From an optimization exercise on the open Yosys and OpenROAD flow, aimed at small area and a short achievable clock period; shortcuts taken in it are not production practice. Only simulation tests tie the RTL to the original design; equivalence was not proved. Power figures rest on the tool's default switching activity, not on a simulated workload.

### config.mk
export PLATFORM = sky130hd
export DESIGN_NAME = gameControl
export DESIGN_NICKNAME = gameControl
export VERILOG_FILES = /design/flow/design.v
export SDC_FILE = /design/flow/constraint.sdc
export NUM_CORES = 4
export LEC_CHECK = 0
export CAP_MARGIN = 20
export CORE_MARGIN = 2
export CORE_UTILIZATION = 25
export PLACE_DENSITY = 0.5
export SLEW_MARGIN = 40
### constraint.sdc
create_clock -name core_clock -period 14.0 [get_ports {clk}]
set_input_delay 2.8000 -clock core_clock [delete_from_list [all_inputs] [get_ports {clk}]]
set_output_delay 2.8000 -clock core_clock [all_outputs]
set_load 0.01 [all_outputs]
### design.v
package tetrisPkg;
    localparam int BoardCols   = 10;
    localparam int VisibleRows = 20;
    localparam int HiddenRows  = 4;
    localparam int TotalRows   = VisibleRows + HiddenRows;
    localparam int ObjectBits  = VisibleRows * BoardCols;
    localparam int NumPieces   = 5;
    localparam int RowBits     = 5;
    localparam int ColBits     = 5;
    localparam int SpawnCol    = 5;
    localparam int SpawnRow    = 2;
    localparam logic [1:0] KeyIdle   = 2'd0;
    localparam logic [1:0] KeyLeft   = 2'd1;
    localparam logic [1:0] KeyRight  = 2'd2;
    localparam logic [1:0] KeyRotate = 2'd3;
    localparam logic [6:0] LandScore = 7'd1;
    localparam logic [6:0] RowScore  = 7'd10;
endpackage
`timescale 1ns/1ps
module gameControl
(
    input  logic         clk,
    input  logic         rstReg,
    input  logic [1:0]   keyCode,
    input  logic         dropTick,
    output logic [6:0]   score,
    output logic [2:0]   nextBlock,
    output logic [199:0] objects,
    output logic         fail
);
    function automatic logic [15:0] shapeRects(input logic [2:0] ty, input logic [1:0] rot);
        case (ty)
            3'd0: shapeRects = rot[0] ? 16'b0100_1111_0000_0000 : 16'b1111_0100_0000_0000;
            3'd1: shapeRects = 16'b1100_0110_0000_0000;
            3'd2: case (rot)
                2'd0: shapeRects = 16'b1110_0100_0100_0010;
                2'd1: shapeRects = 16'b0100_1110_1000_0100;
                2'd2: shapeRects = 16'b1110_0100_0100_1000;
                default: shapeRects = 16'b0100_1110_0010_0100;
            endcase
            3'd3: case (rot)
                2'd0: shapeRects = 16'b1110_0100_1000_0010;
                2'd1: shapeRects = 16'b0100_1110_1000_1000;
                2'd2: shapeRects = 16'b1110_0100_0010_1000;
                default: shapeRects = 16'b0100_1110_0010_0010;
            endcase
            default: case (rot)
                2'd0: shapeRects = 16'b0110_0100_1100_0010;
                2'd1: shapeRects = 16'b0100_1100_0010_0110;
                2'd2: shapeRects = 16'b1100_0100_0110_0010;
                default: shapeRects = 16'b0100_0110_0010_1100;
            endcase
        endcase
    endfunction
    function automatic logic [23:0] rowMask(input logic [3:0] e, input logic [23:0] oh);
        for (int r = 0; r < 24; r++) begin
            rowMask[r] = 1'b0;
            for (int j = 0; j < 4; j++)
                if (r + 2 - j >= 0 && r + 2 - j < 24)
                    rowMask[r] = rowMask[r] | (e[j] & oh[r + 2 - j]);
        end
    endfunction
    function automatic logic [9:0] colMask(input logic [3:0] e, input logic [9:0] oh);
        for (int c = 0; c < 10; c++) begin
            colMask[c] = 1'b0;
            for (int j = 0; j < 4; j++)
                if (c + 2 - j >= 0 && c + 2 - j < 10)
                    colMask[c] = colMask[c] | (e[j] & oh[c + 2 - j]);
        end
    endfunction
    localparam logic [23:0] SpawnRowOH = 24'd1 << 2;
    localparam logic [9:0]  SpawnColOH = 10'd1 << 5;
    logic [19:0][9:0] board;      
    logic [23:0] RA, RB;          
    logic [9:0]  CA, CB;          
    logic [23:0] rowOH;           
    logic [9:0]  colOH;           
    logic [15:0] shpRot;          
    logic [1:0]  rot;
    logic        lastIdle;
    logic        busy;
    logic [4:0]  pf;              
    logic [4:0]  wr;              
    logic [9:0]  srcRow;          
    logic        srcFull;
    logic        rotBlk;          
    logic [2:0] curType, nxtType;
    assign curType = (nextBlock == 3'd0) ? 3'd4 : nextBlock - 3'd1;
    assign nxtType = (nextBlock == 3'd4) ? 3'd0 : nextBlock + 3'd1;
    logic active;
    assign active = !busy && !fail;
    always_comb begin
        for (int r = 0; r < 20; r++)
            for (int c = 0; c < 10; c++)
                objects[r * 10 + c] = board[r][c] | (RA[r + 4] & CA[c]) | (RB[r + 4] & CB[c]);
    end
    logic [23:0] XA, XB;    
    logic [9:0]  YA, YB;    
    logic blkDown, blkLeft, blkRight;
    always_comb begin
        XA = '0; XB = '0; YA = '0; YB = '0;
        for (int r = 0; r < 20; r++)
            for (int c = 0; c < 10; c++) begin
                XA[r + 4] = XA[r + 4] | (board[r][c] & CA[c]);
                XB[r + 4] = XB[r + 4] | (board[r][c] & CB[c]);
                YA[c] = YA[c] | (board[r][c] & RA[r + 4]);
                YB[c] = YB[c] | (board[r][c] & RB[r + 4]);
            end
        blkDown = RA[23] | RB[23];
        for (int r = 3; r < 23; r++)
            blkDown = blkDown | (RA[r] & XA[r + 1]) | (RB[r] & XB[r + 1]);
        blkLeft  = CA[0] | CB[0];
        blkRight = CA[9] | CB[9];
        for (int c = 0; c < 9; c++) begin
            blkLeft  = blkLeft  | (CA[c + 1] & YA[c]) | (CB[c + 1] & YB[c]);
            blkRight = blkRight | (CA[c] & YA[c + 1]) | (CB[c] & YB[c + 1]);
        end
    end
    logic [23:0] RAr, RBr;
    logic [9:0]  CAr, CBr;
    assign CAr = colMask(shpRot[15:12], colOH);
    assign RAr = rowMask(shpRot[11:8], rowOH);
    assign CBr = colMask(shpRot[7:4], colOH);
    assign RBr = rowMask(shpRot[3:0], rowOH);
    logic [23:0] XAr, XBr;
    logic rotWall, rotHere, rotBelow;
    always_comb begin
        logic [3:0] ec, er;
        ec = shpRot[15:12] | shpRot[7:4];
        er = shpRot[11:8] | shpRot[3:0];
        rotWall = (ec[0] & (colOH[0] | colOH[1])) | (ec[1] & colOH[0]) | (ec[3] & colOH[9]);
        XAr = '0; XBr = '0;
        for (int r = 0; r < 20; r++)
            for (int c = 0; c < 10; c++) begin
                XAr[r + 4] = XAr[r + 4] | (board[r][c] & CAr[c]);
                XBr[r + 4] = XBr[r + 4] | (board[r][c] & CBr[c]);
            end
        rotHere  = rotWall | (er[3] & rowOH[23]);
        rotBelow = rotWall | (er[3] & rowOH[22]);
        for (int r = 0; r < 24; r++) begin
            rotHere = rotHere | (RAr[r] & XAr[r]) | (RBr[r] & XBr[r]);
            if (r < 23)
                rotBelow = rotBelow | (RAr[r] & XAr[r + 1]) | (RBr[r] & XBr[r + 1]);
        end
    end
    logic mvDown, mvLeft, mvRight, mvRot, lockPiece, clearDone, spawn;
    assign mvDown    = active && dropTick && !blkDown;
    assign lockPiece = active && dropTick && blkDown;
    assign mvLeft    = active && !dropTick && lastIdle && keyCode == 2'd1 && !blkLeft;
    assign mvRight   = active && !dropTick && lastIdle && keyCode == 2'd2 && !blkRight;
    assign mvRot     = active && !dropTick && lastIdle && keyCode == 2'd3 && !rotBlk;
    assign clearDone = busy && pf == 5'd3;
    assign spawn     = clearDone && !fail;
    logic lockHigh;
    assign lockHigh = |RA[3:0] | |RB[3:0];
    logic [9:0] fetch;
    always_comb begin
        fetch = '0;
        for (int r = 0; r < 20; r++)
            if (pf == 5'(r + 4)) fetch = objects[r * 10 +: 10];
    end
    always_ff @(posedge clk) begin
        srcRow  <= fetch;
        srcFull <= &fetch;
    end
    always_ff @(posedge clk) begin
        for (int r = 0; r < 20; r++) begin
            if (rstReg) board[r] <= '0;
            else if (busy && !srcFull && wr == 5'(r + 4)) board[r] <= srcRow;
            else if (busy && pf == 5'(r + 3)) board[r] <= '0;
        end
    end
    logic [15:0] spShp, rsShp;
    assign spShp = shapeRects(nextBlock, 2'd0);
    assign rsShp = shapeRects(3'd0, 2'd0);
    always_ff @(posedge clk) begin
        if (rstReg) begin
            lastIdle  <= 1'b1;
            busy      <= 1'b0;
            pf        <= 5'd23;
            wr        <= 5'd23;
            rowOH     <= SpawnRowOH;
            colOH     <= SpawnColOH;
            CA        <= colMask(rsShp[15:12], SpawnColOH);
            RA        <= rowMask(rsShp[11:8], SpawnRowOH);
            CB        <= colMask(rsShp[7:4], SpawnColOH);
            RB        <= rowMask(rsShp[3:0], SpawnRowOH);
            shpRot    <= shapeRects(3'd0, 2'd1);
            rot       <= 2'd0;
            rotBlk    <= 1'b0;
            score     <= 7'd0;
            nextBlock <= 3'd1;
            fail      <= 1'b0;
        end else begin
            lastIdle <= (keyCode == 2'd0);
            rotBlk   <= !spawn && (mvDown ? rotBelow : rotHere);
            if (lockPiece) begin
                busy <= 1'b1;
                pf   <= 5'd22;
                wr   <= 5'd23;
                if (lockHigh) fail <= 1'b1;
            end else if (busy) begin
                pf <= clearDone ? 5'd23 : pf - 5'd1;
                if (!srcFull) wr <= wr - 5'd1;
                if (clearDone) busy <= 1'b0;
            end
            if (spawn) begin
                score     <= score + 7'd1 + 7'd10 * (7'(wr[3:0]) - 7'd4 + 7'(srcFull));
                nextBlock <= nxtType;
                rowOH     <= SpawnRowOH;
                colOH     <= SpawnColOH;
                CA        <= colMask(spShp[15:12], SpawnColOH);
                RA        <= rowMask(spShp[11:8], SpawnRowOH);
                CB        <= colMask(spShp[7:4], SpawnColOH);
                RB        <= rowMask(spShp[3:0], SpawnRowOH);
                shpRot    <= shapeRects(nextBlock, 2'd1);
                rot       <= 2'd0;
            end else if (mvDown) begin
                rowOH <= rowOH << 1;
                RA    <= RA << 1;
                RB    <= RB << 1;
            end else if (mvLeft) begin
                colOH <= colOH >> 1;
                CA    <= CA >> 1;
                CB    <= CB >> 1;
            end else if (mvRight) begin
                colOH <= colOH << 1;
                CA    <= CA << 1;
                CB    <= CB << 1;
            end else if (mvRot) begin
                RA     <= RAr;
                RB     <= RBr;
                CA     <= CAr;
                CB     <= CBr;
                shpRot <= shapeRects(curType, rot + 2'd2);
                rot    <= rot + 2'd1;
            end
        end
    end
endmodule
### flow/run.sh
#!/bin/bash
# Own flow: the standard layout (standard synthesis unchanged), with
# - port buffers of sky130_fd_sc_hd__buf_2 instead of the resizer's default pick,
# - timing repair aiming for extra setup slack (the clock period stays as given).
set -euo pipefail
bash standard.sh \
  "BUFFER_PORTS_ARGS=-buffer_cell sky130_fd_sc_hd__buf_2" \
  "SETUP_SLACK_MARGIN=9.2" \
  finish > standard_flow.log 2>&1
### standard.sh
#!/bin/bash
# synth_recipe.tcl (not shown) runs the flow's synth.tcl, then flattens the netlist and writes it again
# the make line also repeats each setting of config.mk as NAME=value (left out here)
make -C /OpenROAD-flow-scripts/flow DESIGN_CONFIG=/design/flow/config.mk WORK_HOME=/design/flow/orfs CLKGATE_MAP_FILE= SYNTH_SCRIPT=/design/flow/synth_recipe.tcl "${@:-finish}"
==> implementation parameters, run 1 <==
Parameter                              Value

Worst setup path
  Highest-delay cell along the critical path    sky130_fd_sc_hd__dfxtp_1
  Critical Path AT    2120 ps
  Endpoint type of the worst setup path    output port
  Cell type group with the largest total delay on the critical path    flip-flops
  Crit path launch type    flop
  Maximum fanout count along the critical path    8
  Buffer and inverter count on the worst path    1
  Depth of the most critical reg-to-reg path    9
  R2r setup slk    9160 ps
  Ordered list of cells on the worst path    a221o_1, buf_2
  Worst reg2reg startpoint    pf[3]$_SDFFE_PP0P_
  CP max stage delay    980 ps
  Required time reported for the critical path endpoint    11200 ps
  Number of stages on the worst setup path    2
  Critical path class    reg -> out
  Worst flop-to-flop path endpoint    srcFull$_DFF_P_

Placement
  Number of buffers added on ports    215
  Post-Place Setup Slack    8732 ps
  Routability Congestion    1.097
  HPWL after DPL    150300 um
  Placed Cells incl. Taps    5022

Synth
  Synthesis-stage register bit count    348
  Top post-synthesis cells by area    sky130_fd_sc_hd__dfxtp_1 25%, sky130_fd_sc_hd__a22oi_1 13%, sky130_fd_sc_hd__a221o_1 7.2%, sky130_fd_sc_hd__clkbuf_1 6.5%, sky130_fd_sc_hd__nor2_1 4.3%
  Adder and majority cell fraction of the synthesized area    1.846%
  Average size of a mapped cell    7.372 um2
  Post-synthesis share of cell area spent on and, or, nand and nor gates    17.08%
  Total number of yosys warnings    1
  Cells after Synth    3788
  Combinational family with the most area after synthesis    compound AO/OA/AOI/OAI gates
  Number of distinct library cells after synthesis    74
  XOR/XNOR Fraction of Synth Area    0.5646%
  Area leader, netlist    sky130_fd_sc_hd__dfxtp_1
  Leading cell types by count after synthesis    481 x sky130_fd_sc_hd__clkbuf_1, 468 x sky130_fd_sc_hd__a22oi_1, 348 x sky130_fd_sc_hd__dfxtp_1
  Share of async-settable or async-resettable flops after synthesis    0%
  Count of flip-flops with a built-in enable after synthesis    0
  Complex-gate fraction of the synthesized area    44.36%
  Sequential area share after synthesis    24.95%
  Number of nets in the synthesized netlist    3833
  Proportion of synthesized area in mux cells    1.398%
  Post-Synthesis Cell Area    27920 um2
  Share of Yosys cell area claimed by the top area cell type    24.95%
  Prevailing post-synth register cell    sky130_fd_sc_hd__dfxtp_1
  Dominant cell by count in the synthesized netlist    sky130_fd_sc_hd__clkbuf_1

Die
  Site row count    122
  Starting density of the core    25.23%
  Width of the die    338.2 um
  Die Footprint    114400 um2
  Chip Height    338.2 um
  Placeable core area    110700 um2
  I/O pin cnt    216

Cells and area
  Register Area    7071 um2
  Final net count    3641
  Fillers    11957
  Fraction of final layout cells with drive strength greater than 1    16.54%
  Area growth, synth to finish    14.71%
  Non-filler cells in the finished layout    5144
  Footprint of the multi-input gates    18480 um2

STA
  Slew headroom    30.71%
  Period utilization    35.18%
  Final count of hold timing violations    0
  Pin slew with the least headroom to its limit    1039 ps
  Count of pins over their slew limit    0
  Count of final setup violators    0
  Min Clock Period, post-route    4925 ps
  Final-layout setup total negative slack    0 ps
  Fmax    203.0 MHz
  RSZ-0062 raised after global routing    no
  Clock tree skew after final layout    60.55 ps
  Post-route worst setup slack    9075 ps

Outcome
  Result of the run    complete, no violations

Global route
  Initial antenna violation count    21
  Residual overflow from global routing    0
  First-pass GRT wire length    303900 um
  Pin count of the biggest net entering global routing    86
  Overall Global Routing Usage    37.66%
  Via count of the first global-routing pass    33822

Route
  Met2 layer wire length in the routed design    86880 um
  Post-route ant nets    0
  Via/cell ratio    7.360
  Detailed-route wire length on metal 1    81940 um
  Total wire length after detailed routing    227100 um
  Routed length per placed instance    44.14 um
  Post-route DRC    0
  First DRT Iteration DRCs    8081
  Highest Signal Layer    met5
  Via count    37860
  Met3 wire length    34200 um
  DR pass1 iterations    13

Hold path
  Hold endpoint    RB[5]$_SDFFE_PP0P_
  Worst hold start    RB[5]$_SDFFE_PP0P_
  Worst Hold Class    reg -> reg
  Number of instances on the worst hold path    2

CTS
  Clock buffer count from CTS    45
  Clock root buffer master    sky130_fd_sc_hd__clkbuf_16
  Cts hold-fix bufs    0
  CTS tree    yes
  CTS Buffer Depth    3
  Number of sinks driven by the clock tree    348
  Max H-tree Level    2
  Clock Latency Late Sink    680 ps
  Clock slew seen by the registers of the worst setup and hold paths    60 ps

Power
  Cell leakage power    11.68 nW
  Worst VDD drop    77.55 uV
  Cell Pwr Density    106.8 nW/um2
  Post-route total power    0.003420 W

Job
  Max capacitance violation total    0
placed cells by master (no fill, tap or decap), types with 17 or more instances in the layout:
cell type / n
sky130_fd_sc_hd__a211oi_1: 30
sky130_fd_sc_hd__a21boi_0: 18
sky130_fd_sc_hd__a21o_1: 17
sky130_fd_sc_hd__a21oi_1: 180
sky130_fd_sc_hd__a221o_1: 199
sky130_fd_sc_hd__a221oi_1: 114
sky130_fd_sc_hd__a222oi_1: 55
sky130_fd_sc_hd__a22o_1: 118
sky130_fd_sc_hd__a22oi_1: 468
sky130_fd_sc_hd__and2_1: 26
sky130_fd_sc_hd__and3_1: 50
sky130_fd_sc_hd__buf_2: 215
sky130_fd_sc_hd__buf_4: 142
sky130_fd_sc_hd__clkbuf_16: 46
sky130_fd_sc_hd__dfxtp_1: 291
sky130_fd_sc_hd__dfxtp_2: 44
sky130_fd_sc_hd__diode_2: 23
sky130_fd_sc_hd__ha_1: 35
sky130_fd_sc_hd__inv_1: 73
sky130_fd_sc_hd__mux2i_1: 39
sky130_fd_sc_hd__nand2_1: 265
sky130_fd_sc_hd__nand3_1: 127
sky130_fd_sc_hd__nand4_1: 70
sky130_fd_sc_hd__nor2_1: 318
sky130_fd_sc_hd__nor3_1: 45
sky130_fd_sc_hd__o21ai_0: 185
sky130_fd_sc_hd__o221a_2: 20
sky130_fd_sc_hd__o221ai_1: 29
sky130_fd_sc_hd__o22ai_1: 41
layout make-up:
class                      instances  area share (%)
clock buffer                      65           3.969
sequential                       348           22.07
inverter                          74          0.8672
clock inverter                    19          0.9961
tap                             1488           5.812
multi-input combinational       2736           57.70
antenna                           23          0.1797
timing repair buffer             391           8.398
routing by layer:
| metal | global-route usage (%) | vias to the layer above |
|---|---|---|
| met2 | 51.78 | 3834 |
| met4 | 28.87 | 18 |
| met3 | 17.81 | 1238 |
| met1 | 44.76 | 18445 |
| met5 | 0.3750 | - |
| li1 | - | 14325 |
where the power goes:
part	leakage [nW]	internal (W)	switching [W]
Sequential	2.84	0.00104	0.000175
Clock	0.773	0.000750	0.000529
Combinational	8.07	0.000235	0.000694
Total	11.7	0.00202	0.00140
tightest hold or removal path: cells and delay by family, from the launching register on:
family / cells / cell delay, ps
flip-flops: 1 / 330
AND/OR/NAND/NOR: 2 / 130
state kept, by name, summed over array words and instances, names as in the netlist, 2 cells and up:
register	cells
CA	10
CB	10
RA	24
RB	23
board	200
colOH	10
nextBlock	3
pf	5
rot	2
rowOH	22
score	7
shpRot	12
srcRow	10
wr	5
timing repair:
action / CTS / global route
resized for setup: 70 / 18
pin swaps: 4 / 8
setup endpoints to repair: 197 / 77
buffers inserted: 4 / 5
cloned: 1 / 1
stage by stage:
stage          hold slack [ps]  utilization, %  instance area [um2]
2_1_floorplan            456.3               -                27940
3_3_place_gp             451.3           26.83                29690
3_5_place_dp             483.1           26.89                29760
4_1_cts                  502.8           28.65                31710
5_1_grt                  522.3           28.91                31990
6_report                 494.6           28.94                32030
how the worst max path moves through the flow:
stage	from	end	slack [ps]
finish	board[78]$_SDFFE_PP0P_	objects[78]	9080
global route	board[185]$_SDFFE_PP0P_	objects[185]	9200
CTS	CB[9]$_SDFFE_PP0P_	objects[69]	9190
detailed placement	dropTick	CA[2]$_SDFFE_PP0P_	8730
global placement	dropTick	CA[2]$_SDFFE_PP0P_	8480
floorplan	dropTick	CB[1]$_SDFFE_PP0P_	9200
kinds of logic after synthesis:
group	Yosys count
simple gates	1011
xor+xnor	18
mux	39
buf+inv	704
flops	348
compound gates	1628
fa+ha+maj	40
==> inputs of run 2 (changes only) <==
==> run.sh (new file) <==
#!/bin/bash
# synth_recipe.tcl (not shown) runs the flow's synth.tcl, then flattens the netlist and writes it again
# the make line also repeats each setting of config.mk as NAME=value (left out here)
make -C /OpenROAD-flow-scripts/flow DESIGN_CONFIG=/design/flow/config.mk WORK_HOME=/design/flow/orfs CLKGATE_MAP_FILE= SYNTH_SCRIPT=/design/flow/synth_recipe.tcl finish
removed: flow/run.sh
removed: standard.sh
==> run 2 against run 1 <==
Against the previous run: die area unchanged; sequential cell count unchanged; global-route usage up 0.48 points; synthesized cell count unchanged; non-clock buffer count down 22; largest power group is now sequential cells.
==> implementation parameters, run 2 <==
Parameter                              Value

CTS
  Clock buffer count from CTS    45
  Cts hold-fix bufs    0
  CTS tree    yes
  Clock slew seen by the registers of the worst setup and hold paths    60 ps
  Clock Latency Late Sink    660 ps
  CTS Buffer Depth    3
  Setup Fix Bufs, Post-CTS    0
  Clock root buffer master    sky130_fd_sc_hd__clkbuf_16
  Number of sinks driven by the clock tree    348
  Max H-tree Level    2
  Number of cells upsized or downsized after cts    0

Synth
  Dominant cell by count in the synthesized netlist    sky130_fd_sc_hd__clkbuf_1
  Leading cell types by count after synthesis    481 x sky130_fd_sc_hd__clkbuf_1, 468 x sky130_fd_sc_hd__a22oi_1, 348 x sky130_fd_sc_hd__dfxtp_1
  Area leader, netlist    sky130_fd_sc_hd__dfxtp_1
  Number of distinct library cells after synthesis    74
  Post-Synthesis Cell Area    27920 um2
  Cells after Synth    3788
  Sequential area share after synthesis    24.95%
  Number of nets in the synthesized netlist    3833
  Synthesis-stage register bit count    348
  Top post-synthesis cells by area    sky130_fd_sc_hd__dfxtp_1 25%, sky130_fd_sc_hd__a22oi_1 13%, sky130_fd_sc_hd__a221o_1 7.2%, sky130_fd_sc_hd__clkbuf_1 6.5%, sky130_fd_sc_hd__nor2_1 4.3%
  Average size of a mapped cell    7.372 um2
  Total number of yosys warnings    1
  Share of async-settable or async-resettable flops after synthesis    0%
  Count of flip-flops with a built-in enable after synthesis    0
  Prevailing post-synth register cell    sky130_fd_sc_hd__dfxtp_1
  Share of Yosys cell area claimed by the top area cell type    24.95%

Global route
  Grt met1 use    45.58%
  Residual overflow from global routing    0
  Initial antenna violation count    28
  Pin count of the biggest net entering global routing    78
  Most crowded layer after global routing    met2
  GR Util met2    52.07%
  Via count of the first global-routing pass    33252
  Overall Global Routing Usage    38.14%
  Fraction of met3 tracks used by global routing    18.35%
  First-pass GRT wire length    307600 um

Hold path
  Worst hold start    RA[21]$_SDFFE_PP0P_
  Hold endpoint    RA[21]$_SDFFE_PP0P_
  Number of instances on the worst hold path    2
  Worst Hold Class    reg -> reg

Route
  Post-route ant nets    0
  First DRT Iteration DRCs    8366
  Post-route DRC    0
  Via count    37544
  Total wire length after detailed routing    230100 um
  Routed length per placed instance    44.87 um
  Via/cell ratio    7.320
  DR pass1 iterations    14

Job
  Max capacitance violation total    0

Outcome
  Result of the run    complete, no violations

Worst setup path
  Endpoint type of the worst setup path    output port
  Critical path class    reg -> out
  R2r setup slk    8980 ps
  Depth of the most critical reg-to-reg path    10
  Worst reg2reg startpoint    pf[2]$_SDFFE_PP1P_
  Required time reported for the critical path endpoint    11200 ps
  Maximum fanout count along the critical path    29
  Crit path launch type    flop
  Worst flop-to-flop path endpoint    srcFull$_DFF_P_
  Critical Path AT    3310 ps

Cells and area
  Fraction of final layout cells with drive strength greater than 1    9.839%
  Number of flip-flops in the largest register    200
  Fillers    11867
  Largest regs    board: 200 flops, RA: 24 flops, RB: 23 flops
  Final net count    3619
  Area growth, synth to finish    16.36%
  Most common library cell in the layout ignoring fill and taps    sky130_fd_sc_hd__a22oi_1
  Largest Register    board
  Most frequent cells in the layout    468 x sky130_fd_sc_hd__a22oi_1, 319 x sky130_fd_sc_hd__nor2_1, 295 x sky130_fd_sc_hd__dfxtp_1

STA
  Min Clock Period, post-route    6108 ps
  Count of pins over their slew limit    0
  Final-layout setup total negative slack    0 ps
  Hold Slack    474.9 ps
  Post-route worst setup slack    7892 ps
  Period utilization    43.63%
  RSZ-0062 raised after global routing    no
  Fmax    163.7 MHz
  Pin slew with the least headroom to its limit    1043 ps
  Clock tree skew after final layout    52.58 ps
  Slew headroom    30.38%
  Count of final setup violators    0
  Final count of hold timing violations    0

Die
  Placeable core area    110700 um2
  Chip Height    338.2 um
  Site row count    122
  Width of the die    338.2 um
  I/O pin cnt    216
  Die Footprint    114400 um2
  Starting density of the core    25.23%

Placement
  Number of buffers added on ports    215
  Post-Place Setup Slack    8324 ps
  Routability Congestion    1.110
  HPWL after DPL    154800 um

Power
  Cell leakage power    11.01 nW
  Post-route total power    0.003424 W
  Cell Pwr Density    105.4 nW/um2
  Worst VDD drop    77.34 uV
-- run 2: cell counts after synthesis --
No cell type changed its count.
-- run 2: cell families (layout without fill, tap and decap cells) --
kind of cell,after synthesis,in the layout,synth area share (%)
buffers and inverters,704,524,9.804
flip-flops,348,348,24.95
multiplexers,39,39,1.398
other,0,33,0
adder cells (fa/ha/maj),40,40,1.846
AND/OR/NAND/NOR,1011,1011,17.08
XOR/XNOR,18,18,0.5646
AO/OA/AOI/OAI,1628,1628,44.36
-- run 2: metrics by stage --
stage / area, um2 / util, % / cells
floorplan: 27920 / - / 3788
global placement: 30700 / 27.74 / 5011
detailed placement: 30790 / 27.82 / 5013
CTS: 32310 / 29.20 / 5094
global route: 32450 / 29.32 / 5111
finish: 32490 / 29.36 / 5129
-- run 2: how the worst max path moves through the flow --
stage,start,endpoint,slack [ps],depth (start not counted)
3_5_place_dp,dropTick,CA[4]$_SDFFE_PP1P_,8320,10
5_1_grt,CA[1]$_SDFFE_PP0P_,objects[111],8060,3
2_1_floorplan,dropTick,CB[1]$_SDFFE_PP0P_,9010,9
6_report,CA[1]$_SDFFE_PP0P_,objects[181],7890,3
4_1_cts,CA[1]$_SDFFE_PP0P_,objects[111],8290,3
3_3_place_gp,dropTick,RA[13]$_SDFFE_PP0P_,8110,8
-- run 2: report_power, final --
part           switching, W  total [W]  internal [W]
Combinational      0.000674   0.000947      0.000274
Sequential         0.000203    0.00124       0.00104
Clock              0.000523    0.00124      0.000715
-- run 2: area by class of cell --
type | instances | area (um2) | area share [%]
Multi-Input combinational cell | 2736 | 18380 | 56.56
Sequential cell | 348 | 7041 | 21.67
Timing Repair Buffer | 369 | 3323 | 10.23
Tap cell | 1488 | 1862 | 5.730
Clock buffer | 58 | 1225 | 3.770
Clock inverter | 23 | 302.8 | 0.9319
Inverter | 74 | 277.8 | 0.8549
Antenna cell | 33 | 82.58 | 0.2541
-- run 2: critical path, cell delays in order (launching register included) --
cell and delay [ps]:
sky130_fd_sc_hd__dfxtp_2 980, sky130_fd_sc_hd__buf_4 600, sky130_fd_sc_hd__a221o_1 390, sky130_fd_sc_hd__clkdlybuf4s50_1 580
-- run 2: per-layer routing --
metal / share of wire, % / up-vias
li1: - / 14278
met1: 36 / 18314
met2: 39 / 3774
met3: 15 / 1164
met4: 9.5 / 14
met5: 0.068 / -
==> inputs of run 3 (changes only) <==
--- a/design.v
+++ b/design.v
@@ -73,7 +73,9 @@
     logic [19:0][9:0] board;      
     logic [23:0] RA, RB;          
     logic [9:0]  CA, CB;          
+    logic [4:0]  cRow;            
     logic [23:0] rowOH;           
+    always_comb for (int r = 0; r < 24; r++) rowOH[r] = (cRow == 5'(r));
     logic [9:0]  colOH;           
     logic [15:0] shpRot;          
     logic [1:0]  rot;
@@ -179,7 +181,7 @@
             busy      <= 1'b0;
             pf        <= 5'd23;
             wr        <= 5'd23;
-            rowOH     <= SpawnRowOH;
+            cRow      <= 5'd2;
             colOH     <= SpawnColOH;
             CA        <= colMask(rsShp[15:12], SpawnColOH);
             RA        <= rowMask(rsShp[11:8], SpawnRowOH);
@@ -207,7 +209,7 @@
             if (spawn) begin
                 score     <= score + 7'd1 + 7'd10 * (7'(wr[3:0]) - 7'd4 + 7'(srcFull));
                 nextBlock <= nxtType;
-                rowOH     <= SpawnRowOH;
+                cRow      <= 5'd2;
                 colOH     <= SpawnColOH;
                 CA        <= colMask(spShp[15:12], SpawnColOH);
                 RA        <= rowMask(spShp[11:8], SpawnRowOH);
@@ -216,7 +218,7 @@
                 shpRot    <= shapeRects(nextBlock, 2'd1);
                 rot       <= 2'd0;
             end else if (mvDown) begin
-                rowOH <= rowOH << 1;
+                cRow  <= cRow + 5'd1;
                 RA    <= RA << 1;
                 RB    <= RB << 1;
             end else if (mvLeft) begin
==> flow/run.sh (new file) <==
#!/bin/bash
# Own flow: the standard layout (standard synthesis unchanged), with
# - port buffers of sky130_fd_sc_hd__buf_2 instead of the resizer's default pick,
# - timing repair aiming for extra setup slack (the clock period stays as given).
set -euo pipefail
bash standard.sh \
  "BUFFER_PORTS_ARGS=-buffer_cell sky130_fd_sc_hd__buf_2" \
  "SETUP_SLACK_MARGIN=9.2" \
  finish > standard_flow.log 2>&1
==> standard.sh (new file) <==
#!/bin/bash
# synth_recipe.tcl (not shown) runs the flow's synth.tcl, then flattens the netlist and writes it again
# the make line also repeats each setting of config.mk as NAME=value (left out here)
make -C /OpenROAD-flow-scripts/flow DESIGN_CONFIG=/design/flow/config.mk WORK_HOME=/design/flow/orfs CLKGATE_MAP_FILE= SYNTH_SCRIPT=/design/flow/synth_recipe.tcl "${@:-finish}"
removed: run.sh
==> run 3 against run 2 <==
Against the previous run: clock power decreased by 6%; sequential cell count shrank 16; critical endpoint is now objects[141]; sequential share of layout area is essentially flat; highest routed layer unchanged; synthesized area fell by 1.7%; count of clock-buffer cells in the layout up 4; register-to-register slack improved by 140 ps; largest cell class unchanged; clock skew is 24 ps lower; fmax increased by 25%; via count shrank 1.3%; global-route usage is 1.6 points lower; final cell count shrank 2.1%.
==> implementation parameters, run 3 <==
Parameter                              Value

Synth
  Post-Synthesis Cell Area    27450 um2
  Share of async-settable or async-resettable flops after synthesis    0%
  Share of Yosys cell area claimed by the top area cell type    24.21%
  Synthesis-stage register bit count    332
  Number of distinct library cells after synthesis    81
  Top post-synthesis cells by area    sky130_fd_sc_hd__dfxtp_1 24%, sky130_fd_sc_hd__a22oi_1 13%, sky130_fd_sc_hd__a221o_1 7.4%, sky130_fd_sc_hd__clkbuf_1 6.3%, sky130_fd_sc_hd__a221oi_1 5.0%
  Total number of yosys warnings    1
  Leading cell types by count after synthesis    484 x sky130_fd_sc_hd__a22oi_1, 464 x sky130_fd_sc_hd__clkbuf_1, 363 x sky130_fd_sc_hd__nand2_1
  Count of flip-flops with a built-in enable after synthesis    0
  Dominant cell by count in the synthesized netlist    sky130_fd_sc_hd__a22oi_1
  Sequential area share after synthesis    24.21%
  Number of nets in the synthesized netlist    3798
  Area leader, netlist    sky130_fd_sc_hd__dfxtp_1
  Cells after Synth    3748
  Average size of a mapped cell    7.325 um2
  Prevailing post-synth register cell    sky130_fd_sc_hd__dfxtp_1

Route
  Via/cell ratio    7.382
  Post-route ant nets    0
  Post-route DRC    0
  Routed length per placed instance    43.12 um
  First DRT Iteration DRCs    7851
  Total wire length after detailed routing    216500 um
  DR pass1 iterations    14
  Via count    37066

STA
  Post-route worst setup slack    9111 ps
  Slew headroom    33.21%
  Period utilization    34.92%
  RSZ-0062 raised after global routing    yes
  Clock tree skew after final layout    28.54 ps
  Final count of hold timing violations    0
  Pin slew with the least headroom to its limit    1000 ps
  Final-layout setup total negative slack    0 ps
  Min Clock Period, post-route    4889 ps
  Fmax    204.5 MHz
  Count of pins over their slew limit    0
  Count of final setup violators    0

Cells and area
  Most frequent cells in the layout    484 x sky130_fd_sc_hd__a22oi_1, 363 x sky130_fd_sc_hd__nand2_1, 286 x sky130_fd_sc_hd__dfxtp_1
  Area growth, synth to finish    13.83%
  Most common library cell in the layout ignoring fill and taps    sky130_fd_sc_hd__a22oi_1
  Non-Filler Cell Area, Final    31250 um2
  Largest Register    board
  Largest regs    board: 200 flops, RA: 24 flops, RB: 24 flops
  Fraction of final layout cells with drive strength greater than 1    15.87%
  Number of flip-flops in the largest register    200
  Final net count    3615
  Final Core Density    28.71%

CTS
  Clock slew seen by the registers of the worst setup and hold paths    60 ps
  Clock Latency Late Sink    620 ps
  Clock root buffer master    sky130_fd_sc_hd__clkbuf_16
  Clock buffer count from CTS    41
  CTS Buffer Depth    3
  CTS tree    yes
  Max H-tree Level    2
  Cts hold-fix bufs    0
  Number of sinks driven by the clock tree    332

Placement
  Number of buffers added on ports    215
  Post-Place Setup Slack    8124 ps
  Routability Congestion    1.135
  DP Area    29180 um2
  HPWL after DPL    146400 um

Global route
  First-pass GRT wire length    290000 um
  Initial antenna violation count    15
  Overall Global Routing Usage    36.55%
  Via count of the first global-routing pass    32594
  Residual overflow from global routing    0
  Pin count of the biggest net entering global routing    92

Worst setup path
  Endpoint type of the worst setup path    output port
  Critical Path AT    2090 ps
  R2r setup slk    9120 ps
  Crit path launch type    flop
  Maximum fanout count along the critical path    23
  Critical path class    reg -> out
  Required time reported for the critical path endpoint    11200 ps

Die
  Width of the die    335.4 um
  Die Footprint    112500 um2
  Starting density of the core    25.22%
  I/O pin cnt    216
  Placeable core area    108900 um2
  Site row count    121
  Chip Height    335.4 um

Power
  Cell Pwr Density    77.33 nW/um2
  Cell leakage power    11.30 nW
  Worst VDD drop    79.15 uV

Job
  Max capacitance violation total    0

Hold path
  Worst Hold Class    reg -> reg

Outcome
  Result of the run    complete, no violations
[run 3: area by class of cell]
type                    instances  area [um2]
clock buffers                  62        1257
inverters                      41       160.2
flip-flops and latches        332        6759
fillers                     11855       77600
multi-input cells            2763       18510
well taps                    1414        1769
diodes                         10       25.02
clock inverters                13       181.4
repair buffers                386        2592
[run 3: kinds of logic after synthesis]
group / count (synthesis) / share of synthesized area (%)
multiplexers: 41 / 1.554
XOR/XNOR: 21 / 0.6700
adder cells (fa/ha/maj): 45 / 2.106
AO/OA/AOI/OAI: 1574 / 43.50
AND/OR/NAND/NOR: 1081 / 18.70
flip-flops: 332 / 24.21
buffers and inverters: 654 / 9.266
[run 3: worst paths after layout]
| kind | start | end | cells after the start |
|---|---|---|---|
| worst max-delay path | RB[18]$_SDFFE_PP0P_ | objects[141] | 3 |
| worst min-delay path | RA[4]$_SDFFE_PP0P_ | RA[4]$_SDFFE_PP0P_ | 2 |
| worst max register to register | pf[0]$_SDFFE_PP1P_ | srcFull$_DFF_P_ | 12 |
| worst min register to register | RA[4]$_SDFFE_PP0P_ | RA[4]$_SDFFE_PP0P_ | 2 |
[run 3: metrics by stage]
step / hold slack (ps) / instances / power, W
after floorplan: 448.2 / 3748 / 0.001123
after global placement: 440.7 / 4902 / 0.001226
after detailed placement: 445.2 / 4906 / 0.001227
after CTS: 451.6 / 5002 / 0.002398
after global routing: 469.3 / 5015 / 0.002456
final: 451.4 / 5021 / 0.002417
[run 3: what timing repair did]
item | CTS | global route
setup endpoints to repair | 219 | 45
pin swaps | 2 | 7
endpoints found under the hold margin | 0 | 0
gates resized for setup | 67 | 12
setup buffers | 21 | 6
cloned | 0 | 1
[run 3: critical path, cell delays in order, from the launching register on]
cell,delay (ps)
sky130_fd_sc_hd__dfxtp_1,300
sky130_fd_sc_hd__buf_4,450
sky130_fd_sc_hd__a221o_1,490
sky130_fd_sc_hd__buf_2,210
[run 3: where the power goes]
group          switching [W]  internal [W]  total [W]
logic               0.000207     0.0000566   0.000264
registers          0.0000315      0.000953   0.000985
clock network       0.000473      0.000695    0.00117
[run 3: routing by layer]
| metal | global-route usage, % | routed length [um] |
|---|---|---|
| met5 | 2.128 | 517 |
| met2 | 49.02 | 81470 |
| met3 | 20.07 | 35280 |
| met1 | 43.81 | 79420 |
| met4 | 24.66 | 19820 |
==> inputs of run 4 (changes only) <==
--- a/config.mk
+++ b/config.mk
@@ -7,6 +7,6 @@
 export LEC_CHECK = 0
 export CAP_MARGIN = 20
 export CORE_MARGIN = 2
-export CORE_UTILIZATION = 25
-export PLACE_DENSITY = 0.5
+export CORE_UTILIZATION = 30
+export PLACE_DENSITY = 0.55
 export SLEW_MARGIN = 40
==> run 4 against run 3 <==
Against the previous run: die area down 16%; setup slack lost 120 ps; count of clock-buffer cells in the layout is 6 lower; core utilization up 5.7 points; synthesized area unchanged; wire length down 0.29%; critical path type is now reg -> reg; largest power group unchanged.
==> implementation parameters, run 4 <==
Parameter                              Value

Outcome
  Result of the run    complete, no violations

Cells and area
  Largest Register    board
  Fillers    9553
  Fraction of final layout cells with drive strength greater than 1    16.14%
  Most common library cell in the layout ignoring fill and taps    sky130_fd_sc_hd__a22oi_1
  Most frequent cells in the layout    484 x sky130_fd_sc_hd__a22oi_1, 363 x sky130_fd_sc_hd__nand2_1, 283 x sky130_fd_sc_hd__dfxtp_1
  Non-Filler Cell Area, Final    31020 um2
  Largest regs    board: 200 flops, RA: 24 flops, RB: 24 flops
  Number of flip-flops in the largest register    200
  Final net count    3613
  Area growth, synth to finish    13.00%

Die
  Die Footprint    93950 um2
  Placeable core area    90290 um2
  Width of the die    306.5 um
  Starting density of the core    30.41%
  Chip Height    306.5 um
  Site row count    110
  I/O pin cnt    216

Synth
  Cells after Synth    3748
  Sequential area share after synthesis    24.21%
  Top post-synthesis cells by area    sky130_fd_sc_hd__dfxtp_1 24%, sky130_fd_sc_hd__a22oi_1 13%, sky130_fd_sc_hd__a221o_1 7.4%, sky130_fd_sc_hd__clkbuf_1 6.3%, sky130_fd_sc_hd__a221oi_1 5.0%
  Share of Yosys cell area claimed by the top area cell type    24.21%
  Leading cell types by count after synthesis    484 x sky130_fd_sc_hd__a22oi_1, 464 x sky130_fd_sc_hd__clkbuf_1, 363 x sky130_fd_sc_hd__nand2_1
  Share of async-settable or async-resettable flops after synthesis    0%
  Dominant cell by count in the synthesized netlist    sky130_fd_sc_hd__a22oi_1
  Post-Synthesis Cell Area    27450 um2
  Number of distinct library cells after synthesis    81
  Synthesis-stage register bit count    332
  Total number of yosys warnings    1
  Prevailing post-synth register cell    sky130_fd_sc_hd__dfxtp_1
  Area leader, netlist    sky130_fd_sc_hd__dfxtp_1
  Average size of a mapped cell    7.325 um2
  Number of nets in the synthesized netlist    3798
  Count of flip-flops with a built-in enable after synthesis    0

Placement
  DP Area    28910 um2
  Routability Congestion    1.127
  HPWL after DPL    145000 um
  Number of buffers added on ports    215

Job
  Max capacitance violation total    0

STA
  Final-layout setup total negative slack    0 ps
  Clock tree skew after final layout    15.33 ps
  Fmax    199.8 MHz
  Count of final setup violators    0
  Slew headroom    28.55%
  Final count of hold timing violations    0
  Period utilization    35.75%
  Count of pins over their slew limit    0
  RSZ-0062 raised after global routing    yes
  Min Clock Period, post-route    5006 ps
  Pin slew with the least headroom to its limit    1065 ps

Worst setup path
  Critical Path AT    5550 ps
  Maximum fanout count along the critical path    11
  Crit path launch type    flop
  Critical path class    reg -> reg
  Required time reported for the critical path endpoint    14550 ps
  Endpoint type of the worst setup path    flop

Global route
  Residual overflow from global routing    0
  First-pass GRT wire length    289800 um
  Grt met1 use    51.52%
  Fraction of met3 tracks used by global routing    24.16%
  Pin count of the biggest net entering global routing    82
  Overall Global Routing Usage    43.75%
  Most crowded layer after global routing    met2
  GR Util met2    57.87%
  Via count of the first global-routing pass    33278
  Initial antenna violation count    17

Route
  Routed length per placed instance    45.15 um
  Post-route DRC    0
  Via/cell ratio    7.798
  Total wire length after detailed routing    215900 um
  Via count    37281
  DR pass1 iterations    14
  Post-route ant nets    0
  First DRT Iteration DRCs    8055

CTS
  Max H-tree Level    2
  Clock Latency Late Sink    630 ps
  Clock buffer count from CTS    41
  CTS Buffer Depth    3
  CTS tree    yes
  Clock root buffer master    sky130_fd_sc_hd__clkbuf_16
  Number of sinks driven by the clock tree    332
  Clock slew seen by the registers of the worst setup and hold paths    60 ps

Power
  Worst VDD drop    78.46 uV
  Cell leakage power    11.30 nW
  Cell Pwr Density    77.01 nW/um2

Hold path
  Worst Hold Class    reg -> reg
run 4: power breakdown:
group / switching [W] / internal [W] / total, W
Combinational: 0.000211 / 0.0000592 / 0.000271
Sequential: 0.0000252 / 0.000953 / 0.000979
Clock: 0.000478 / 0.000662 / 0.00114
run 4: worst paths after layout:
kind / from / to / slack, ps / cells past startpoint
worst min register to register: RB[10]$_SDFFE_PP0P_ / RB[10]$_SDFFE_PP0P_ / 450 / 2
worst max-delay path: pf[0]$_SDFFE_PP1P_ / srcFull$_DFF_P_ / 8990 / 13
worst min-delay path: RB[10]$_SDFFE_PP0P_ / RB[10]$_SDFFE_PP0P_ / 450 / 2
worst max register to register: pf[0]$_SDFFE_PP1P_ / srcFull$_DFF_P_ / 8990 / 13
run 4: area by class of cell:
class	instances	area (um2)	share of cell area, %
multi-input combinational	2762	18590	59.93
sequential	332	6750	21.76
timing repair buffer	385	2633	8.486
tap	1176	1471	4.743
clock buffer	56	1172	3.779
clock inverter	18	215.2	0.6937
inverter	41	160.2	0.5163
antenna	11	27.53	0.08873
run 4: stage by stage:
stage / total power [W] / setup slack, ps / util [%] / hold WS, ps / instances
after detailed placement: 0.001222 / 8106 / 32.02 / 443.1 / 4671
after global routing: 0.002424 / 9106 / 34.33 / 465.7 / 4770
after CTS: 0.002357 / 9122 / 33.92 / 451.4 / 4752
final: 0.002389 / 8994 / 34.36 / 451.8 / 4781
after floorplan: 0.001123 / 9178 / - / 448.2 / 3748
after global placement: 0.001222 / 8175 / 31.92 / 437.4 / 4668
run 4: metal layers:
metal	wire length [um]	share of wire, %
met1	77500	36
met5	696	0.32
met4	22260	10
met2	80230	37
met3	35190	16
run 4: cells by family after synthesis:
kind of cell | after synthesis | share of synthesized area, %
AOI/OAI and AO/OA | 1574 | 43.50
xor gates and xnor gates | 21 | 0.6700
adders and majority gates | 45 | 2.106
buffers and inverters | 654 | 9.266
DFF | 332 | 24.21
muxes | 41 | 1.554
and+or+nand+nor | 1081 | 18.70
run 4: worst max-delay path, stage by stage, from the launching register on:
cell	delay [ps]
sky130_fd_sc_hd__dfxtp_1	680
sky130_fd_sc_hd__ha_1	610
sky130_fd_sc_hd__nor4bb_2	370
sky130_fd_sc_hd__buf_4	240
sky130_fd_sc_hd__a32oi_1	100
sky130_fd_sc_hd__a21oi_1	240
sky130_fd_sc_hd__o221ai_1	360
sky130_fd_sc_hd__a221oi_1	700
sky130_fd_sc_hd__o21ai_0	450
sky130_fd_sc_hd__a31oi_1	330
sky130_fd_sc_hd__nand2_1	110
sky130_fd_sc_hd__nor3b_1	180
sky130_fd_sc_hd__nor4bb_1	310
sky130_fd_sc_hd__buf_4	250
run 4: timing repair:
action	in CTS	in global routing
pin swaps	0	7
setup buffers	7	13
hold buffers	0	0
endpoints found under the setup margin	205	59
gates resized for setup	58	21
endpoints found under the hold margin	0	0
cloned	0	0
==> inputs of run 5 (changes only) <==
==> flow/run.sh (replaced) <==
#!/bin/bash
# Own flow: the standard layout (standard synthesis unchanged), with
# - port buffers of sky130_fd_sc_hd__buf_1 instead of the resizer's default pick,
# - timing repair aiming for extra setup slack (the clock period stays as given).
set -euo pipefail
bash standard.sh \
  "BUFFER_PORTS_ARGS=-buffer_cell sky130_fd_sc_hd__buf_1" \
  "SETUP_SLACK_MARGIN=9.2" \
  finish > standard_flow.log 2>&1
--- a/config.mk
+++ b/config.mk
@@ -7,6 +7,6 @@
 export LEC_CHECK = 0
 export CAP_MARGIN = 20
 export CORE_MARGIN = 2
-export CORE_UTILIZATION = 30
-export PLACE_DENSITY = 0.55
+export CORE_UTILIZATION = 25
+export PLACE_DENSITY = 0.5
 export SLEW_MARGIN = 40
==> run 5 against run 4 <==
Against the previous run: register-to-register slack better by 180 ps; fmax up 1.8%; via count down 0.32%; setup slack better by 86 ps; synthesized area unchanged; power about the same; final cell count up 5.2%; core utilization down 5.8 points; combinational power about the same; highest routed layer unchanged; sequential cell count unchanged; hold slack better by 19 ps; clock skew up 23 ps.
==> implementation parameters, run 5 <==
Parameter                              Value

Synth
  Total number of yosys warnings    1
  Share of async-settable or async-resettable flops after synthesis    0%
  Sequential area share after synthesis    24.21%
  Post-Synthesis Cell Area    27450 um2
  Top post-synthesis cells by area    sky130_fd_sc_hd__dfxtp_1 24%, sky130_fd_sc_hd__a22oi_1 13%, sky130_fd_sc_hd__a221o_1 7.4%, sky130_fd_sc_hd__clkbuf_1 6.3%, sky130_fd_sc_hd__a221oi_1 5.0%
  Synthesis-stage register bit count    332
  Number of nets in the synthesized netlist    3798
  Cells after Synth    3748
  Dominant cell by count in the synthesized netlist    sky130_fd_sc_hd__a22oi_1
  Leading cell types by count after synthesis    484 x sky130_fd_sc_hd__a22oi_1, 464 x sky130_fd_sc_hd__clkbuf_1, 363 x sky130_fd_sc_hd__nand2_1
  Number of distinct library cells after synthesis    81
  Share of Yosys cell area claimed by the top area cell type    24.21%
  Area leader, netlist    sky130_fd_sc_hd__dfxtp_1
  Count of flip-flops with a built-in enable after synthesis    0
  Prevailing post-synth register cell    sky130_fd_sc_hd__dfxtp_1
  Average size of a mapped cell    7.325 um2

Cells and area
  Number of flip-flops in the largest register    200
  Final Core Density    28.61%
  Most frequent cells in the layout    483 x sky130_fd_sc_hd__a22oi_1, 363 x sky130_fd_sc_hd__nand2_1, 283 x sky130_fd_sc_hd__dfxtp_1
  Final net count    3628
  Largest regs    board: 200 flops, RA: 24 flops, RB: 24 flops
  Most common library cell in the layout ignoring fill and taps    sky130_fd_sc_hd__a22oi_1
  Largest Register    board
  Fillers    11940
  Area growth, synth to finish    13.43%
  Fraction of final layout cells with drive strength greater than 1    10.67%

STA
  Slew headroom    32.90%
  Count of pins over their slew limit    0
  Clock tree skew after final layout    38.00 ps
  Count of final setup violators    0
  RSZ-0062 raised after global routing    yes
  Min Clock Period, post-route    4919 ps
  Fmax    203.3 MHz
  Hold Slack    470.3 ps
  Final count of hold timing violations    0
  Pin slew with the least headroom to its limit    1006 ps
  Period utilization    35.14%
  Final-layout setup total negative slack    0 ps

Route
  Via/cell ratio    7.386
  Post-route ant nets    0
  Total wire length after detailed routing    224600 um
  First DRT Iteration DRCs    7969
  DR pass1 iterations    13
  Routed length per placed instance    44.64 um
  Via count    37161
  Post-route DRC    0

Global route
  Via count of the first global-routing pass    33446
  Pin count of the biggest net entering global routing    83
  Residual overflow from global routing    0
  First-pass GRT wire length    300400 um
  Initial antenna violation count    17
  Overall Global Routing Usage    38.08%

Outcome
  Result of the run    complete, no violations

Placement
  Number of buffers added on ports    215
  Routability Congestion    1.103
  HPWL after DPL    152700 um

Power
  Worst VDD drop    72.63 uV
  Cell Pwr Density    76.79 nW/um2
  Cell leakage power    10.46 nW
  Post-route total power    0.002391 W

Hold path
  Worst hold start    RA[21]$_SDFFE_PP0P_
  Worst Hold Class    reg -> reg

Die
  Width of the die    335.4 um
  Starting density of the core    25.22%
  Placeable core area    108900 um2
  Chip Height    335.4 um
  I/O pin cnt    216
  Site row count    121
  Die Footprint    112500 um2

CTS
  Clock Latency Late Sink    630 ps
  CTS Buffer Depth    3
  Max H-tree Level    2
  Number of sinks driven by the clock tree    332
  Clock root buffer master    sky130_fd_sc_hd__clkbuf_16
  Clock slew seen by the registers of the worst setup and hold paths    60 ps
  CTS tree    yes
  Clock buffer count from CTS    42

Worst setup path
  Critical path class    reg -> out
  CP max stage delay    490 ps
  Ordered list of cells on the worst path    buf_6, a221o_1, buf_1
  Endpoint type of the worst setup path    output port
  Crit path launch type    flop
  Buffer and inverter count on the worst path    2
  Highest-delay cell along the critical path    sky130_fd_sc_hd__a221o_1
  Required time reported for the critical path endpoint    11200 ps
  Cell type group with the largest total delay on the critical path    buffers and inverters
  Critical path origin    CA[8]$_SDFFE_PP0P_
  Maximum fanout count along the critical path    45
  Critical Path AT    2120 ps
  Worst reg2reg startpoint    CB[8]$_SDFFE_PP0P_

Job
  Max capacitance violation total    0
run 5: final cells by class:
type                    instances  area, um2  share of cell area (%)
diodes                          8      20.02                 0.06429
clock buffers                  57       1251                   4.018
clock inverters                18      157.7                  0.5063
inverters                      41      162.7                  0.5224
multi-input cells            2764      18580                   59.67
flip-flops and latches        332       6760                   21.71
well taps                    1414       1769                   5.682
repair buffers                397       2436                   7.823
run 5: what timing repair did:
action,CTS,global route
pin swaps,3,4
gates cloned,0,2
endpoints found under the setup margin,226,37
hold buffers,0,0
gates resized for setup,78,15
setup buffers,17,6
run 5: worst register-to-register path: stages (launching register included):
cell	delay [ps]
sky130_fd_sc_hd__dfxtp_4	410
sky130_fd_sc_hd__buf_4	260
sky130_fd_sc_hd__buf_4	260
sky130_fd_sc_hd__a22oi_1	160
sky130_fd_sc_hd__nand3_1	140
sky130_fd_sc_hd__o21ai_0	810
sky130_fd_sc_hd__nand4_1	530
sky130_fd_sc_hd__or4_1	760
sky130_fd_sc_hd__nor4_4	220
sky130_fd_sc_hd__buf_4	410
sky130_fd_sc_hd__nor2_2	70
sky130_fd_sc_hd__buf_4	280
sky130_fd_sc_hd__a221oi_1	330
sky130_fd_sc_hd__nor2_1	60
run 5: routing by layer:
layer / part of all wire (%) / vias to the layer above / track usage [%] / wire (um)
met5: 0.25 / - / 1.303 / 552
met4: 9.0 / 38 / 26.94 / 20250
met3: 16 / 1080 / 19.88 / 35410
met2: 38 / 3612 / 51.65 / 86250
met1: 37 / 18248 / 45.41 / 82140
li1: - / 14183 / - / -
run 5: worst paths after layout:
path | end | slack, ps | depth (start not counted)
worst max-delay path | objects[168] | 9080 | 3
worst min-delay path | RA[21]$_SDFFE_PP0P_ | 470 | 2
worst max register to register | RB[16]$_SDFFE_PP0P_ | 9170 | 13
worst min register to register | RA[21]$_SDFFE_PP0P_ | 470 | 2
run 5: through the flow:
| stage | area (um2) | worst slack (ps) | instances |
|---|---|---|---|
| floorplan | 27520 | 9178 | 3748 |
| global placement | 28960 | 8198 | 4920 |
| detailed placement | 29030 | 8100 | 4922 |
| CTS | 30900 | 9188 | 5014 |
| global route | 31120 | 9150 | 5023 |
| finish | 31140 | 9081 | 5031 |
run 5: power by group:
part,total [W],internal [W],leakage [nW],switching (W)
clock,0.00114,0.000663,0.706,0.000479
combinational,0.000269,0.0000565,7.04,0.000212
sequential,0.000980,0.000953,2.71,0.0000271
run 5: logic make-up after synthesis:
logic type,after synthesis,share of synthesized area [%]
simple gates,1081,18.70
mux,41,1.554
flops,332,24.21
fa+ha+maj,45,2.106
compound gates,1574,43.50
xor+xnor,21,0.6700
buf+inv,654,9.266
==> inputs of run 6 (changes only) <==
--- a/design.v
+++ b/design.v
@@ -76,7 +76,9 @@
     logic [4:0]  cRow;            
     logic [23:0] rowOH;           
     always_comb for (int r = 0; r < 24; r++) rowOH[r] = (cRow == 5'(r));
+    logic [3:0]  cCol;            
     logic [9:0]  colOH;           
+    always_comb for (int c = 0; c < 10; c++) colOH[c] = (cCol == 4'(c));
     logic [15:0] shpRot;          
     logic [1:0]  rot;
     logic        lastIdle;
@@ -182,7 +184,7 @@
             pf        <= 5'd23;
             wr        <= 5'd23;
             cRow      <= 5'd2;
-            colOH     <= SpawnColOH;
+            cCol      <= 4'd5;
             CA        <= colMask(rsShp[15:12], SpawnColOH);
             RA        <= rowMask(rsShp[11:8], SpawnRowOH);
             CB        <= colMask(rsShp[7:4], SpawnColOH);
@@ -210,7 +212,7 @@
                 score     <= score + 7'd1 + 7'd10 * (7'(wr[3:0]) - 7'd4 + 7'(srcFull));
                 nextBlock <= nxtType;
                 cRow      <= 5'd2;
-                colOH     <= SpawnColOH;
+                cCol      <= 4'd5;
                 CA        <= colMask(spShp[15:12], SpawnColOH);
                 RA        <= rowMask(spShp[11:8], SpawnRowOH);
                 CB        <= colMask(spShp[7:4], SpawnColOH);
@@ -222,11 +224,11 @@
                 RA    <= RA << 1;
                 RB    <= RB << 1;
             end else if (mvLeft) begin
-                colOH <= colOH >> 1;
+                cCol  <= cCol - 4'd1;
                 CA    <= CA >> 1;
                 CB    <= CB >> 1;
             end else if (mvRight) begin
-                colOH <= colOH << 1;
+                cCol  <= cCol + 4'd1;
                 CA    <= CA << 1;
                 CB    <= CB << 1;
             end else if (mvRot) begin
==> flow/run.sh (replaced) <==
#!/bin/bash
# Own flow: the standard layout (standard synthesis unchanged), with
# - port buffers of sky130_fd_sc_hd__buf_2 instead of the resizer's default pick,
# - timing repair aiming for extra setup slack (the clock period stays as given).
set -euo pipefail
bash standard.sh \
  "BUFFER_PORTS_ARGS=-buffer_cell sky130_fd_sc_hd__buf_2" \
  "SETUP_SLACK_MARGIN=9.3" \
  finish > standard_flow.log 2>&1
==> run 6 against run 5 <==
Against the previous run: clock power shrank 7%; first-iteration DRC count grew 21%; critical endpoint is now objects[163]; largest cell class unchanged; synthesized cell count grew 1.1%; power shrank 4.1%; synthesized area grew 0.37%; die area grew 0.37%; hold slack lost 5.0 ps; setup slack gained 15 ps; wire length grew 0.18%; via count grew 5.6%.
==> implementation parameters, run 6 <==
Parameter                              Value

CTS
  CTS Buffer Depth    3
  Max H-tree Level    2
  Clock root buffer master    sky130_fd_sc_hd__clkbuf_16
  Number of sinks driven by the clock tree    326
  Clock Latency Late Sink    630 ps
  CTS tree    yes
  Cts hold-fix bufs    0
  Clock slew seen by the registers of the worst setup and hold paths    60 ps
  Clock buffer count from CTS    40

Synth
  XOR/XNOR Fraction of Synth Area    0.6993%
  Post-synthesis share of cell area spent on and, or, nand and nor gates    19.28%
  Number of nets in the synthesized netlist    3843
  Top post-synthesis cells by area    sky130_fd_sc_hd__dfxtp_1 24%, sky130_fd_sc_hd__a22oi_1 12%, sky130_fd_sc_hd__a221o_1 6.9%, sky130_fd_sc_hd__clkbuf_1 6.1%, sky130_fd_sc_hd__nand2_1 6.0%
  Leading cell types by count after synthesis    454 x sky130_fd_sc_hd__a22oi_1, 446 x sky130_fd_sc_hd__clkbuf_1, 438 x sky130_fd_sc_hd__nand2_1
  Dominant cell by count in the synthesized netlist    sky130_fd_sc_hd__a22oi_1
  Average size of a mapped cell    7.274 um2
  Share of async-settable or async-resettable flops after synthesis    0%
  Complex-gate fraction of the synthesized area    43.71%
  Post-Synthesis Cell Area    27560 um2
  Adder and majority cell fraction of the synthesized area    2.325%
  Synthesis-stage register bit count    326
  Number of distinct library cells after synthesis    92
  Area leader, netlist    sky130_fd_sc_hd__dfxtp_1
  Total number of yosys warnings    1
  Cells after Synth    3788
  Count of flip-flops with a built-in enable after synthesis    0
  Prevailing post-synth register cell    sky130_fd_sc_hd__dfxtp_1
  Combinational family with the most area after synthesis    compound AO/OA/AOI/OAI gates
  Proportion of synthesized area in mux cells    0.8582%
  Share of Yosys cell area claimed by the top area cell type    23.68%
  Sequential area share after synthesis    23.68%

Cells and area
  Fraction of final layout cells with drive strength greater than 1    19.49%
  Largest Register    board
  Final net count    3752
  Non-filler cells in the finished layout    5228
  Largest regs    board: 200 flops, RA: 24 flops, RB: 24 flops
  Area growth, synth to finish    18.68%
  Most common library cell in the layout ignoring fill and taps    sky130_fd_sc_hd__a22oi_1
  Number of flip-flops in the largest register    200
  Final Core Density    29.96%
  Most frequent cells in the layout    452 x sky130_fd_sc_hd__a22oi_1, 435 x sky130_fd_sc_hd__nand2_1, 271 x sky130_fd_sc_hd__a21oi_1

Global route
  Overall Global Routing Usage    38.00%
  Pin count of the biggest net entering global routing    93
  Initial antenna violation count    29
  Residual overflow from global routing    0
  First-pass GRT wire length    302600 um
  Via count of the first global-routing pass    34700

STA
  Count of final setup violators    0
  Slew headroom    28.11%
  Final count of hold timing violations    0
  Period utilization    35.03%
  Pin slew with the least headroom to its limit    1073 ps
  Hold Slack    465.3 ps
  Final-layout setup total negative slack    0 ps
  RSZ-0062 raised after global routing    yes
  Count of pins over their slew limit    0
  Clock tree skew after final layout    50.79 ps
  Min Clock Period, post-route    4904 ps
  Fmax    203.9 MHz

Worst setup path
  Ordered list of cells on the worst path    a221o_1, buf_2
  Maximum fanout count along the critical path    9
  Endpoint type of the worst setup path    output port
  Required time reported for the critical path endpoint    11200 ps
  Crit path launch type    flop
  Worst flop-to-flop path endpoint    srcFull$_DFF_P_
  R2r setup slk    9330 ps
  Highest-delay cell along the critical path    sky130_fd_sc_hd__dfxtp_1
  CP max stage delay    930 ps
  Depth of the most critical reg-to-reg path    11
  Worst reg2reg startpoint    pf[0]$_SDFFE_PP1P_
  Critical Path AT    2100 ps
  Critical path class    reg -> out

Power
  Cell Pwr Density    70.14 nW/um2
  Clock Power Share    46.4%
  Part of the power in registers    41.5%
  Internal Dissipation    0.001602 W
  Cell leakage power    11.67 nW
  Post-route total power    0.002294 W
  Worst VDD drop    73.95 uV
  Power share of the combinational group    12.1%
  Net switching share of the total power    30.14%
  Net switching component of the power    0.0006912 W

Hold path
  Worst hold start    RA[8]$_SDFFE_PP0P_
  Worst Hold Class    reg -> reg
  Hold endpoint    RA[8]$_SDFFE_PP0P_
  Number of instances on the worst hold path    2

Die
  Site row count    121
  Chip Height    336.0 um
  Die Footprint    112900 um2
  I/O pin cnt    216
  Starting density of the core    25.24%
  Placeable core area    109200 um2
  Width of the die    336.0 um

Outcome
  Result of the run    complete, no violations

Route
  DR pass1 iterations    17
  Post-route DRC    0
  Routed length per placed instance    43.04 um
  First DRT Iteration DRCs    9641
  Via/cell ratio    7.507
  Via count    39248
  Total wire length after detailed routing    225000 um
  Post-route ant nets    0

Placement
  Placed Cells incl. Taps    5048
  Routability Congestion    1.154
  Number of buffers added on ports    215
  HPWL after DPL    147300 um

Job
  Max capacitance violation total    0
## run 6: metrics by stage
step / setup WS (ps) / instance area [um2]
after floorplan: 9155 / 27600
after global placement: 8551 / 29440
after detailed placement: 8666 / 29560
after CTS: 9298 / 31890
after global routing: 9237 / 32660
final: 9096 / 32700
## run 6: worst max path at each step
stage	slack, ps	cells after the start	start	endpoint
floorplan	9150	10	dropTick	CB[6]$_SDFFE_PP0P_
global placement	8550	8	dropTick	CA[4]$_SDFFE_PP1P_
detailed placement	8670	11	dropTick	CA[4]$_SDFFE_PP1P_
CTS	9300	5	CA[3]$_SDFFE_PP1P_	objects[3]
global route	9240	4	CB[6]$_SDFFE_PP0P_	objects[136]
finish	9100	2	board[163]$_SDFFE_PP0P_	objects[163]
## run 6: logic make-up after synthesis
family	Yosys count
buffers and inverters	646
AND/OR/NAND/NOR	1148
multiplexers	23
flip-flops	326
AO/OA/AOI/OAI	1573
adder cells (fa/ha/maj)	50
XOR/XNOR	22
## run 6: timing repair
item | 4_1_cts | 5_1_grt
pin swaps | 16 | 30
buffers inserted | 32 | 39
setup endpoints to repair | 241 | 155
gates resized for setup | 142 | 85
cloned | 7 | 1
## run 6: layout make-up
| type | instances | area (um2) |
|---|---|---|
| Antenna cell | 27 | 67.56 |
| Clock buffer | 55 | 1149 |
| Clock inverter | 15 | 142.6 |
| Fill cell | 11740 | 76450 |
| Inverter | 61 | 240.2 |
| Multi-Input combinational cell | 2816 | 19030 |
| Sequential cell | 326 | 6676 |
| Tap cell | 1476 | 1847 |
| Timing Repair Buffer | 452 | 3553 |
## run 6: routing by layer
metal  wire, um  global-route usage, %  vias up  part of all wire (%)
li1           -                      -    14515                     -
met1      77600                  42.26    18753                    34
met2      82510                  49.21     4297                    37
met3      38630                  24.84     1647                    17
met4      24650                  29.86       36                    11
met5       1613                  11.49        -                  0.72
## run 6: worst max-delay path, delay by kind of cell (launching register included)
| family | cells | cell delay, ps |
|---|---|---|
| AOI/OAI and AO/OA | 1 | 390 |
| DFF | 1 | 930 |
| buffers and inverters | 1 | 200 |
## run 6: power by group through the flow
stage               Sequential, W  Combinational, W  Clock, W
floorplan                0.000961          0.000120         0
global placement         0.000978          0.000196         0
detailed placement       0.000977          0.000196         0
CTS                      0.000953          0.000236   0.00107
global route             0.000951          0.000269   0.00110
finish                   0.000951          0.000277   0.00106

[static timing again, ports no longer ideal]
The flow's constraints put no driver on any port. The routed layouts listed below were extracted and timed again, unchanged, in two steps. Step 1 (the two cells are an assumption about what drives the block):
set clk [get_ports {clk}]
set_driving_cell -lib_cell sky130_fd_sc_hd__clkbuf_16 $clk
set_driving_cell -lib_cell sky130_fd_sc_hd__buf_2 [delete_from_list [all_inputs] $clk]
Step 2, shift: input delay + t, output delay - t, t = (earliest + latest rising clock arrival at the registers) / 2. This alone moves slack from input paths to output paths. a / b / c = no drivers / after step 1 / after step 2; a / b = the first two.
run	shift t [ns]	slack for setup (ns)	worst data-port slew with drivers (ns)
run 1	0.730	9.075 / 8.995 / 8.726	0.05
run 2	0.706	7.892 / 7.819 / 8.325	0.04
run 3	0.680	9.111 / 9.034 / 8.773	0.04
run 4	0.694	8.994 / 8.994 / 8.656	0.04
run 5	0.690	9.081 / 9.006 / 8.660	0.05
run 6	0.676	9.096 / 9.022 / 8.665	0.06
After both steps every run listed still meets setup and hold. For run 6, which loses most, drivers alone change the setup slack by -0.074 ns; drivers and shift together by -0.431 ns.
